Context: an optimization exercise on an open-source flow, tuned for small area and a short achievable clock period. The choices shown serve that exercise and are no tape-out recipe.
Function was checked by simulation only, so behaviour that the tests miss may differ from the original.
Power figures rest on the tool's default switching activity, not on a simulated workload.

Design dense2_argmax, start of the top module:
module dense2_argmax
(
  input  logic                clk,
  input  logic                rst,
  input  logic                in_valid,
  input  logic                frame_start_in,
  input  logic                frame_end_in,
  input  logic [dense2_pkg::DW-1:0]       dense_input,
  output logic                rom_en,
  output logic [dense2_pkg::AW-1:0]       rom_addr,
  input  logic [dense2_pkg::N_OUT*dense2_pkg::DW-1:0] rom_data,
  output logic                out_valid,
  output logic                frame_start_out,
  output logic                frame_end_out,
  output logic [dense2_pkg::DW-1:0]       logit_out,
  output logic                class_valid,
  output logic [dense2_pkg::IDX_W-1:0]    class_idx,
  output logic                err
);
Size in the first run: roughly 7400 cells after synthesis, about 73000 um2 of cells after synthesis.
==> module dense2_argmax, before the edit <==
module dense2_argmax
(
  input  logic                clk,
  input  logic                rst,
  input  logic                in_valid,
  input  logic                frame_start_in,
  input  logic                frame_end_in,
  input  logic [dense2_pkg::DW-1:0]       dense_input,
  output logic                rom_en,
  output logic [dense2_pkg::AW-1:0]       rom_addr,
  input  logic [dense2_pkg::N_OUT*dense2_pkg::DW-1:0] rom_data,
  output logic                out_valid,
  output logic                frame_start_out,
  output logic                frame_end_out,
  output logic [dense2_pkg::DW-1:0]       logit_out,
  output logic                class_valid,
  output logic [dense2_pkg::IDX_W-1:0]    class_idx,
  output logic                err
);
  localparam int unsigned W = dense2_pkg::ACC_W;
  logic [dense2_pkg::N_ST-1:0]   state;
  logic [dense2_pkg::N_ST-1:0]   state_n;
  logic [dense2_pkg::AW-1:0]     cnt;
  logic              clear;
  logic              take;
  logic              err_c;
  logic              keep_q;
  logic [dense2_pkg::IDX_W-1:0]  out_k;
  logic [dense2_pkg::DW-1:0]     best_val;
  logic [dense2_pkg::IDX_W-1:0]  best_idx;
  logic [W-1:0]      acc_s [dense2_pkg::N_OUT];
  logic [W-1:0]      acc_c [dense2_pkg::N_OUT];
  logic st_idle, st_accum, st_bias_rd, st_bias_add, st_out, st_class;
  assign st_idle     = state[dense2_pkg::I_IDLE];
  assign st_accum    = state[dense2_pkg::I_ACCUM];
  assign st_bias_rd  = state[dense2_pkg::I_BIAS_RD];
  assign st_bias_add = state[dense2_pkg::I_BIAS_ADD];
  assign st_out      = state[dense2_pkg::I_OUT];
  assign st_class    = state[dense2_pkg::I_CLASS];
  logic [dense2_pkg::DW-1:0] sample_n;
  logic [7:0] b_one_n, b_two_n, b_neg_n;
  logic [7:0] b_one, b_two, b_neg;
  logic load_x;
  assign load_x = in_valid && (st_idle || st_accum);
  always_comb begin
    if (load_x) begin
      sample_n = dense_input;
    end else if (st_bias_rd) begin
      sample_n = dense2_pkg::DW'(1 << dense2_pkg::FRAC_BITS);
    end else begin
      sample_n = '0;
    end
    for (int k = 0; k < 8; k++) begin
      logic x0, x1, x2;
      x0 = (k == 0) ? 1'b0 : sample_n[2*k-1];
      x1 = sample_n[2*k];
      x2 = sample_n[2*k+1];
      b_one_n[k] = x1 ^ x0;
      b_two_n[k] = (x2 & ~x1 & ~x0) | (~x2 & x1 & x0);
      b_neg_n[k] = x2;
    end
  end
  for (genvar k = 0; k < dense2_pkg::N_OUT; k++) begin : g_neuron
    dense2_neuron_acc u_acc (
      .clk     (clk),
      .keep    (keep_q),
      .shift   (st_out),
      .nxt_s   ((k == dense2_pkg::N_OUT - 1) ? '0 : acc_s[(k + 1) % dense2_pkg::N_OUT]),
      .nxt_c   ((k == dense2_pkg::N_OUT - 1) ? '0 : acc_c[(k + 1) % dense2_pkg::N_OUT]),
      .one     (b_one),
      .two     (b_two),
      .neg     (b_neg),
      .w       (rom_data[k*dense2_pkg::DW +: dense2_pkg::DW]),
      .s       (acc_s[k]),
      .c       (acc_c[k])
    );
  end
  logic start_ok;    
  logic last_idx;    
  logic in_frame;    
  assign start_ok = in_valid && frame_start_in && !frame_end_in;
  assign last_idx = (cnt == dense2_pkg::AW'(dense2_pkg::N_IN - 1));
  assign in_frame = st_accum && in_valid && !frame_start_in;
  assign take   = (st_idle && start_ok) || (st_accum && in_valid);
  assign clear  = in_valid && frame_start_in && ((st_idle && !frame_end_in) || st_accum);
  assign rom_en = !rst && (take || st_bias_rd);
  always_comb begin
    rom_addr = '0;
    if (!rst && in_frame) begin
      rom_addr = cnt;
    end else if (!rst && st_bias_rd) begin
      rom_addr = dense2_pkg::AW'(dense2_pkg::N_IN);
    end
  end
  assign err_c = (st_idle && in_valid && frame_start_in && frame_end_in)
              || (st_accum && in_valid && (frame_start_in || (frame_end_in != last_idx)))
              || (!st_idle && !st_accum && in_valid);
  always_comb begin
    state_n = '0;
    state_n[dense2_pkg::I_IDLE]     = (st_idle && !start_ok)
                                   || (in_frame && (frame_end_in ? !last_idx : last_idx))
                                   || st_class;
    state_n[dense2_pkg::I_ACCUM]    = (st_idle && start_ok)
                                   || (st_accum && !(in_frame && (frame_end_in || last_idx)));
    state_n[dense2_pkg::I_BIAS_RD]  = in_frame && frame_end_in && last_idx;
    state_n[dense2_pkg::I_BIAS_ADD] = st_bias_rd;
    state_n[dense2_pkg::I_OUT]      = st_bias_add
                                   || (st_out && (out_k != dense2_pkg::IDX_W'(dense2_pkg::N_OUT - 1)));
    state_n[dense2_pkg::I_CLASS]    = st_out && (out_k == dense2_pkg::IDX_W'(dense2_pkg::N_OUT - 1));
  end
  logic [W-1:0]  sel_sum;
  logic [dense2_pkg::DW-1:0] logit_c;
  assign sel_sum = acc_s[0] + acc_c[0];
  assign logit_c = (sel_sum[W-1:dense2_pkg::DW-1] == {(W-dense2_pkg::DW+1){sel_sum[W-1]}})
                 ? sel_sum[dense2_pkg::DW-1:0]
                 : (sel_sum[W-1] ? dense2_pkg::SAT_MIN : dense2_pkg::SAT_MAX);
  logic              better;
  logic [dense2_pkg::IDX_W-1:0]  cur_idx;
  assign better  = frame_start_out || ($signed(logit_out) > $signed(best_val));
  assign cur_idx = out_k - dense2_pkg::IDX_W'(1);
  always_ff @(posedge clk) begin
    if (rst) begin
      state           <= dense2_pkg::N_ST'(1) << dense2_pkg::I_IDLE;
      keep_q          <= 1'b0;
      out_valid       <= 1'b0;
      frame_start_out <= 1'b0;
      frame_end_out   <= 1'b0;
      logit_out       <= '0;
      class_valid     <= 1'b0;
      class_idx       <= '0;
      err             <= 1'b0;
    end else begin
      state           <= state_n;
      keep_q          <= !clear && !state_n[dense2_pkg::I_OUT];
      err             <= err_c;
      out_valid       <= st_out;
      frame_start_out <= st_out && (out_k == '0);
      frame_end_out   <= st_out && (out_k == dense2_pkg::IDX_W'(dense2_pkg::N_OUT - 1));
      if (st_out) begin
        logit_out <= logit_c;
      end
      class_valid     <= st_class;
      if (st_class) begin
        class_idx <= better ? cur_idx : best_idx;
      end
    end
  end
  always_ff @(posedge clk) begin
    if (clear) begin
      cnt <= dense2_pkg::AW'(1);
    end else if (in_valid) begin
      cnt <= cnt + dense2_pkg::AW'(1);    
    end
    b_one <= b_one_n;
    b_two <= b_two_n;
    b_neg <= b_neg_n;
    if (st_bias_add) begin
      out_k <= '0;
    end else if (st_out) begin
      out_k <= out_k + dense2_pkg::IDX_W'(1);
    end
    if (out_valid && better) begin
      best_val <= logit_out;
      best_idx <= cur_idx;
    end
  end
endmodule
Settings: LEC_CHECK=0, ABC_AREA=1, CAP_MARGIN=20, CORE_MARGIN=2, CORE_UTILIZATION=40, CTS_BUF_LIST=sky130_fd_sc_hd__clkbuf_4 sky130_fd_sc_hd__clkbuf_8, PLACE_DENSITY=0.6, SETUP_SLACK_MARGIN=5, SLEW_MARGIN=20; clock period 11.0 ns.
standard.sh (not shown) runs the stock make flow with config.mk's settings and CLKGATE_MAP_FILE= SYNTH_SCRIPT=/design/flow/synth_recipe.tcl, a recipe that flattens the netlist after the stock synthesis.
==> flow/flow/run.sh <==
#!/bin/bash
# The standard layout (standard.sh: unchanged synthesis, floorplan, place,
# CTS, route) with three changes:
#  - repair_timing aims for 5.8 ns of setup slack at the design's 11 ns clock;
#  - ports are buffered with buf_2 cells instead of the default delay cells;
#  - after synthesis, invpush.py removes inverters between full-adder cells by
#    flipping adders (a full adder is self-dual), leaving registers, ports and
#    all other cells as synthesis made them.
# Each tool's output goes to a log here; ORFS keeps its step logs under orfs/logs.
set -euo pipefail
sed 's/SETUP_SLACK_MARGIN=[0-9.]*/SETUP_SLACK_MARGIN=5.8 "BUFFER_PORTS_ARGS=-buffer_cell sky130_fd_sc_hd__buf_2"/' standard.sh > standard_margin.sh
grep -q 'SETUP_SLACK_MARGIN=5.8 "BUFFER_PORTS_ARGS' standard_margin.sh
bash standard_margin.sh synth > synth.log 2>&1
NET=orfs/results/sky130hd/dense2_argmax/base/1_2_yosys.v
cp "$NET" 1_2_yosys.standard.v
python3 flow/invpush.py 1_2_yosys.standard.v "$NET" > invpush.log 2>&1
touch "$NET"
bash standard_margin.sh > standard.log 2>&1
Other scripts of this flow, unchanged in this note and not shown: flow/flow/invpush.py
Edit:
--- a/flow/design.v
+++ b/flow/design.v
@@ -544,16 +544,14 @@
   assign st_bias_add = state[dense2_pkg::I_BIAS_ADD];
   assign st_out      = state[dense2_pkg::I_OUT];
   assign st_class    = state[dense2_pkg::I_CLASS];
   logic [dense2_pkg::DW-1:0] sample_n;
   logic [7:0] b_one_n, b_two_n, b_neg_n;
   logic [7:0] b_one, b_two, b_neg;
-  logic load_x;
-  assign load_x = in_valid && (st_idle || st_accum);
   always_comb begin
-    if (load_x) begin
+    if (take) begin
       sample_n = dense_input;
     end else if (st_bias_rd) begin
       sample_n = dense2_pkg::DW'(1 << dense2_pkg::FRAC_BITS);
     end else begin
       sample_n = '0;
     end
@@ -652,14 +650,14 @@
       end
     end
   end
   always_ff @(posedge clk) begin
     if (clear) begin
       cnt <= dense2_pkg::AW'(1);
-    end else if (in_valid) begin
-      cnt <= cnt + dense2_pkg::AW'(1);    
+    end else if (take) begin
+      cnt <= cnt + dense2_pkg::AW'(1);
     end
     b_one <= b_one_n;
     b_two <= b_two_n;
     b_neg <= b_neg_n;
     if (st_bias_add) begin
       out_k <= '0;
Die area hardly moves.
Cell area barely changes.
Setup slack is worse by 51 ps.
Total power fell by 28%.
Critical path depth rose by 1.
Synthesized cell count stays flat.
Wire length is about the same.

## static timing again, ports no longer ideal
How much do the figures lean on ideal ports? The routed layouts below were timed once more, with nothing changed but the port constraints. Step 1 sets driving cells, clkbuf_16 on the clock port and buf_2 on the other inputs (assumed; they add their load-dependent delay and slew). Step 2 adds t to the input delays and takes it off the output delays; t is the mean of the earliest and latest rising clock arrival at the registers after step 1. Input paths then give back, and output paths get back, about the clock's delay inside the block. Slacks: no drivers / after step 1 / after step 2; pairs: no drivers / after step 1.
run	t (ns)	setup WS [ns]	hold slack, ns	latest minus earliest clock arrival (ns)
the first run	0.953	5.832 / 5.806 / 4.940	0.447 / 0.447 / 0.447	0.037 / 0.037
the second run	0.942	5.782 / 5.741 / 5.001	0.457 / 0.457 / 0.457	0.076 / 0.076
After both steps every run listed still meets setup and hold. The setup slack of the first run, which loses most, moves by -0.026 ns with the drivers and by -0.892 ns with both steps.
